This is an optimization exercise on Yosys and OpenROAD, whose aim is small area, not a production implementation.
The RTL was checked by simulation tests, not by an equivalence proof against the original design.

==> trial 16: inputs <==
## nn_top
module nn_top (
	input  logic          clk,
	input  logic          rst_n,
	input  logic          in_valid_d,
	input  nn_pkg::data_t data_point,
	input  logic          in_valid_w1,
	input  nn_pkg::data_t weight1,
	input  logic          in_valid_w2,
	input  nn_pkg::data_t weight2,
	output logic          out_valid,
	output nn_pkg::data_t out
);
Settings: LEC_CHECK=0, CAP_MARGIN=20, CORE_MARGIN=2, CORE_UTILIZATION=40, CTS_CLUSTER_DIAMETER=100, CTS_CLUSTER_SIZE=24, GPL_TIMING_DRIVEN=0, SLEW_MARGIN=20, SYNTH_HIERARCHICAL=1; clock period 8.0 ns.
standard.sh (not shown) runs the stock make flow with config.mk's settings and CLKGATE_MAP_FILE= SYNTH_SCRIPT=/design/flow/synth_recipe.tcl, a recipe that flattens the netlist after the stock synthesis.
==> flow/flow/run.sh <==
#!/bin/bash
# Standard synthesis; then every combinational cell of the netlist is set to
# its smallest drive strength before the standard layout steps, whose timing
# and design repair size up what needs it.  Ports get the smallest buffer.
set -euo pipefail
bash standard.sh synth > synth_stage.log 2>&1
NET=orfs/results/sky130hd/nn_top/base/1_2_yosys.v
python3 flow/downsize.py $NET > downsize.log 2>&1
bash standard.sh "BUFFER_PORTS_ARGS=-buffer_cell sky130_fd_sc_hd__buf_1" finish > layout_stage.log 2>&1
==> flow/flow/downsize.py <==
#!/usr/bin/env python3
"""Swap each combinational cell of the synthesized netlist for the smallest
drive strength of the same cell (same function and pins).  Timing repair in
the later steps sizes up what needs it."""
import re, sys
LIB = "/OpenROAD-flow-scripts/flow/platforms/sky130hd/lib/sky130_fd_sc_hd__tt_025C_1v80.lib"
txt = open(LIB).read()
area = {}
for c in re.split(r'\n\s*cell\s*\(', txt)[1:]:
    n = re.match(r'\s*"?(\w+)"?', c).group(1)
    a = re.search(r'area\s*:\s*([\d.]+)', c)
    if a:
        area[n] = float(a.group(1))
SKIP = re.compile(r'__(df|edf|sdf|dl|clk|conb|tap|fill|decap|buf|inv|probe|lpflow|mux2i|ebuf|einv)')
def target(cell):
    if SKIP.search(cell):
        return cell
    m = re.match(r'(sky130_fd_sc_hd__\w+?)_(\d+)$', cell)
    if not m:
        return cell
    best = cell
    for d in ("0", "1"):
        cand = f"{m.group(1)}_{d}"
        if cand in area and area[cand] < area[best]:
            best = cand
    return best
path = sys.argv[1]
net = open(path).read()
swaps = {}
def sub(m):
    t = target(m.group(1))
    if t != m.group(1):
        swaps[(m.group(1), t)] = swaps.get((m.group(1), t), 0) + 1
    return m.group(0).replace(m.group(1), t, 1)
net = re.sub(r'^(\s*sky130_fd_sc_hd__\w+)(?=\s)', lambda m: sub2(m), net, flags=re.M) if False else \
      re.sub(r'(?m)^\s*(sky130_fd_sc_hd__\w+)\s', sub, net)
open(path, "w").write(net)
for (a, b), n in sorted(swaps.items()):
    print(f"{n:5d} {a} -> {b}")
==> trial 71 (differences from trial 16) <==
--- a/flow/design.v
+++ b/flow/design.v
@@ -36,14 +36,19 @@
 	assign co = a & b;
 endmodule
 module nn_benc (input wire b2, input wire b1, input wire b0, output wire one, output wire two, output wire neg);
 	assign one = b1 ^ b0;
 	assign two = (b2 & ~b1 & ~b0) | (~b2 & b1 & b0);
 	assign neg = b2;
 endmodule
+module nn_benc0 (input wire b2, input wire b1, output wire one, output wire two, output wire neg);
+	assign one = b1;
+	assign two = b2 & ~b1;
+	assign neg = b2;
+endmodule
 module nn_bsel (input wire one, input wire two, input wire neg, input wire ak, input wire akm1, output wire p);
 	assign p = ((one & ak) | (two & akm1)) ^ neg;
 endmodule
 module nn_bsel0 (input wire one, input wire neg, input wire a0, output wire p);
 	assign p = (one & a0) ^ neg;
 endmodule
 module mac_b (
@@ -404,15 +409,15 @@
 	wire c326;
 	wire s327;
 	wire s328;
 	wire s329;
 	wire s330;
 	wire s331;
 	wire [23:0] r0, r1, s;
-	nn_benc ue0 (.b2(b[1]), .b1(b[0]), .b0(1'b0), .one(one0), .two(two0), .neg(neg0));
+	nn_benc0 ue0 (.b2(b[1]), .b1(b[0]), .one(one0), .two(two0), .neg(neg0));
 	nn_bsel0 up1 (.one(one0), .neg(neg0), .a0(a[0]), .p(p1));
 	nn_bsel up2 (.one(one0), .two(two0), .neg(neg0), .ak(a[1]), .akm1(a[0]), .p(p2));
 	nn_bsel up3 (.one(one0), .two(two0), .neg(neg0), .ak(a[2]), .akm1(a[1]), .p(p3));
 	nn_bsel up4 (.one(one0), .two(two0), .neg(neg0), .ak(a[3]), .akm1(a[2]), .p(p4));
 	nn_bsel up5 (.one(one0), .two(two0), .neg(neg0), .ak(a[4]), .akm1(a[3]), .p(p5));
 	nn_bsel up6 (.one(one0), .two(two0), .neg(neg0), .ak(a[5]), .akm1(a[4]), .p(p6));
 	nn_bsel up7 (.one(one0), .two(two0), .neg(neg0), .ak(a[6]), .akm1(a[5]), .p(p7));
@@ -644,15 +649,141 @@
 	assign s327 = ~acc[15];
 	assign s328 = s327 ^ p88 ^ p102;
 	assign s329 = p114 ^ p124 ^ c318;
 	assign s330 = s328 ^ c320 ^ c322;
 	assign s331 = s329 ^ c324 ^ s330;
 	assign r0 = {c326, c316, s315, c292, s291, c264, c250, c236, c222, c208, c196, c184, c174, c164, c156, c148, s147, s141, s135, s131, s127, s125, p2, p1};
 	assign r1 = {s331, s325, 1'b0, s303, 1'b0, s277, s263, s249, s235, s221, s207, s195, s183, s173, s163, s155, 1'b0, 1'b0, 1'b0, 1'b0, 1'b0, 1'b0, 1'b0, neg0};
-	assign s = r0 + r1;
+	wire [23:0] g0, p0;
+	assign g0 = r0 & r1;
+	assign p0 = r0 ^ r1;
+	wire bg1, bp1;
+	assign bg1 = g0[1] | (p0[1] & g0[0]);
+	assign bp1 = p0[1] & p0[0];
+	wire bg2, bp2;
+	assign bg2 = g0[3] | (p0[3] & g0[2]);
+	assign bp2 = p0[3] & p0[2];
+	wire bg3, bp3;
+	assign bg3 = g0[5] | (p0[5] & g0[4]);
+	assign bp3 = p0[5] & p0[4];
+	wire bg4, bp4;
+	assign bg4 = g0[7] | (p0[7] & g0[6]);
+	assign bp4 = p0[7] & p0[6];
+	wire bg5, bp5;
+	assign bg5 = g0[9] | (p0[9] & g0[8]);
+	assign bp5 = p0[9] & p0[8];
+	wire bg6, bp6;
+	assign bg6 = g0[11] | (p0[11] & g0[10]);
+	assign bp6 = p0[11] & p0[10];
+	wire bg7, bp7;
+	assign bg7 = g0[13] | (p0[13] & g0[12]);
+	assign bp7 = p0[13] & p0[12];
+	wire bg8, bp8;
+	assign bg8 = g0[15] | (p0[15] & g0[14]);
+	assign bp8 = p0[15] & p0[14];
+	wire bg9, bp9;
+	assign bg9 = g0[17] | (p0[17] & g0[16]);
+	assign bp9 = p0[17] & p0[16];
+	wire bg10, bp10;
+	assign bg10 = g0[19] | (p0[19] & g0[18]);
+	assign bp10 = p0[19] & p0[18];
+	wire bg11, bp11;
+	assign bg11 = g0[21] | (p0[21] & g0[20]);
+	assign bp11 = p0[21] & p0[20];
+	wire bg12, bp12;
+	assign bg12 = g0[23] | (p0[23] & g0[22]);
+	assign bp12 = p0[23] & p0[22];
+	wire bg13, bp13;
+	assign bg13 = bg2 | (bp2 & bg1);
+	assign bp13 = bp2 & bp1;
+	wire bg14, bp14;
+	assign bg14 = bg4 | (bp4 & bg3);
+	assign bp14 = bp4 & bp3;
+	wire bg15, bp15;
+	assign bg15 = bg6 | (bp6 & bg5);
+	assign bp15 = bp6 & bp5;
+	wire bg16, bp16;
+	assign bg16 = bg8 | (bp8 & bg7);
+	assign bp16 = bp8 & bp7;
+	wire bg17, bp17;
+	assign bg17 = bg10 | (bp10 & bg9);
+	assign bp17 = bp10 & bp9;
+	wire bg18, bp18;
+	assign bg18 = bg12 | (bp12 & bg11);
+	assign bp18 = bp12 & bp11;
+	wire bg19, bp19;
+	assign bg19 = bg14 | (bp14 & bg13);
+	assign bp19 = bp14 & bp13;
+	wire bg20, bp20;
+	assign bg20 = bg16 | (bp16 & bg15);
+	assign bp20 = bp16 & bp15;
+	wire bg21, bp21;
+	assign bg21 = bg18 | (bp18 & bg17);
+	assign bp21 = bp18 & bp17;
+	wire bg22, bp22;
+	assign bg22 = bg20 | (bp20 & bg19);
+	assign bp22 = bp20 & bp19;
+	wire bg23, bp23;
+	assign bg23 = bg21 | (bp21 & bg22);
+	assign bp23 = bp21 & bp22;
+	wire bg24, bp24;
+	assign bg24 = bg15 | (bp15 & bg19);
+	assign bp24 = bp15 & bp19;
+	wire bg25, bp25;
+	assign bg25 = bg17 | (bp17 & bg22);
+	assign bp25 = bp17 & bp22;
+	wire bg26, bp26;
+	assign bg26 = bg3 | (bp3 & bg13);
+	assign bp26 = bp3 & bp13;
+	wire bg27, bp27;
+	assign bg27 = bg5 | (bp5 & bg19);
+	assign bp27 = bp5 & bp19;
+	wire bg28, bp28;
+	assign bg28 = bg7 | (bp7 & bg24);
+	assign bp28 = bp7 & bp24;
+	wire bg29, bp29;
+	assign bg29 = bg9 | (bp9 & bg22);
+	assign bp29 = bp9 & bp22;
+	wire bg30, bp30;
+	assign bg30 = bg11 | (bp11 & bg25);
+	assign bp30 = bp11 & bp25;
+	wire bg31, bp31;
+	assign bg31 = g0[2] | (p0[2] & bg1);
+	assign bp31 = p0[2] & bp1;
+	wire bg32, bp32;
+	assign bg32 = g0[4] | (p0[4] & bg13);
+	assign bp32 = p0[4] & bp13;
+	wire bg33, bp33;
+	assign bg33 = g0[6] | (p0[6] & bg26);
+	assign bp33 = p0[6] & bp26;
+	wire bg34, bp34;
+	assign bg34 = g0[8] | (p0[8] & bg19);
+	assign bp34 = p0[8] & bp19;
+	wire bg35, bp35;
+	assign bg35 = g0[10] | (p0[10] & bg27);
+	assign bp35 = p0[10] & bp27;
+	wire bg36, bp36;
+	assign bg36 = g0[12] | (p0[12] & bg24);
+	assign bp36 = p0[12] & bp24;
+	wire bg37, bp37;
+	assign bg37 = g0[14] | (p0[14] & bg28);
+	assign bp37 = p0[14] & bp28;
+	wire bg38, bp38;
+	assign bg38 = g0[16] | (p0[16] & bg22);
+	assign bp38 = p0[16] & bp22;
+	wire bg39, bp39;
+	assign bg39 = g0[18] | (p0[18] & bg29);
+	assign bp39 = p0[18] & bp29;
+	wire bg40, bp40;
+	assign bg40 = g0[20] | (p0[20] & bg25);
+	assign bp40 = p0[20] & bp25;
+	wire bg41, bp41;
+	assign bg41 = g0[22] | (p0[22] & bg30);
+	assign bp41 = p0[22] & bp30;
+	assign s = p0 ^ {bg41, bg30, bg40, bg25, bg39, bg29, bg38, bg22, bg37, bg28, bg36, bg24, bg35, bg27, bg34, bg19, bg33, bg26, bg32, bg13, bg31, bg1, g0[0], 1'b0};
 	assign y = s[23:8];
 endmodule
 `default_nettype wire
 `timescale 1ns/10ps
 `default_nettype none
 module nn_top (
 	input  logic          clk,
==> flow/flow/run.sh (replaced) <==
#!/bin/bash
# Standard synthesis; then every combinational cell of the netlist is set to
# its smallest drive strength before the standard layout steps, whose timing
# and design repair size up what needs it.  Ports get the smallest buffer;
# the clock tree is built without dummy loads.
set -euo pipefail
bash standard.sh synth > synth_stage.log 2>&1
NET=orfs/results/sky130hd/nn_top/base/1_2_yosys.v
python3 flow/downsize.py $NET > downsize.log 2>&1
bash standard.sh "BUFFER_PORTS_ARGS=-buffer_cell sky130_fd_sc_hd__buf_1" \
  "CTS_ARGS=-sink_clustering_enable -repair_clock_nets -sink_clustering_size 24 -sink_clustering_max_diameter 100 -buf_list sky130_fd_sc_hd__clkbuf_16 -dont_use_dummy_load" \
  finish > layout_stage.log 2>&1
- GPL_TIMING_DRIVEN: 0 -> not set
==> trial 49 (differences from trial 16) <==
==> flow/flow/run.sh (replaced) <==
#!/bin/bash
# Standard layout, plus power recovery (downsizing of gates with slack) at global routing.
set -euo pipefail
bash standard.sh RECOVER_POWER=100 finish > flow_standard.log 2>&1
- CTS_BUF_LIST: not set -> sky130_fd_sc_hd__clkbuf_4 sky130_fd_sc_hd__clkbuf_8
- CTS_CLUSTER_DIAMETER: 100 -> not set
- CTS_CLUSTER_SIZE: 24 -> not set
- GPL_TIMING_DRIVEN: 0 -> not set
removed: flow/flow/downsize.py
==> build 87 (differences from trial 16) <==
==> flow/flow/run.sh (replaced) <==
#!/bin/bash
# Standard synthesis; then every combinational cell of the netlist is set to
# its smallest drive strength before the standard layout steps, whose timing
# and design repair size up what needs it.
set -euo pipefail
bash standard.sh synth > synth_stage.log 2>&1
NET=orfs/results/sky130hd/nn_top/base/1_2_yosys.v
python3 flow/downsize.py $NET > downsize.log 2>&1
bash standard.sh finish > layout_stage.log 2>&1
- CTS_CLUSTER_DIAMETER: 100 -> not set
- CTS_CLUSTER_SIZE: 24 -> not set
- GPL_TIMING_DRIVEN: 0 -> not set
==> summary.txt <==
- Of trial 49 and build 87, trial 49 has the higher area after synthesis (gap 8.3%, measured against build 87).
- Cell area, lowest first: trial 71, trial 16, build 87, trial 49.
- Trial 49 completed and failed the layout checks on capacitance limit, slew limit. Build 87 finished with timing, DRC and antenna clean. Trial 71 passed the timing, design-rule and antenna checks. Trial 16 finished with timing, DRC and antenna clean.
- The highest first-iteration DRC count belongs to trial 16, the lowest to trial 49.
- Register-to-register slack: trial 16 < trial 71 < trial 49 < build 87.
- Flip-flop and latch count is the same in trial 71 and trial 16.

-- static timing again, ports no longer ideal --
The flow's constraints put no driver on any port. The routed layouts listed below were extracted and timed again, unchanged, in two steps. Step 1 (the two cells are an assumption about what drives the block):
set clk [get_ports {clk}]
set_driving_cell -lib_cell sky130_fd_sc_hd__clkbuf_16 $clk
set_driving_cell -lib_cell sky130_fd_sc_hd__buf_2 [delete_from_list [all_inputs] $clk]
Step 2 times the ports against the registers' clock, not the clock port: input delays grow and output delays shrink by t, the midpoint of the rising clock arrivals with the driver on. a / b / c = ideal / step 1 / step 2; a / b = the first two.
| run | shift t [ns] | setup slack, ns | hold slack, ns |
|---|---|---|---|
| trial 16 | 0.641 | 0.321 / 0.321 / -0.203 | 0.354 / 0.354 / 0.354 |
| trial 71 | 0.630 | 0.436 / 0.436 / 0.436 | 0.372 / 0.372 / 0.372 |
| trial 49 | 0.709 | 0.552 / 0.533 / -0.175 | 0.353 / 0.353 / 0.353 |
| build 87 | 0.637 | 0.731 / 0.731 / 0.399 | 0.341 / 0.341 / 0.341 |
For trial 49, which loses most, drivers alone change the setup slack by -0.019 ns; drivers and shift together by -0.727 ns.
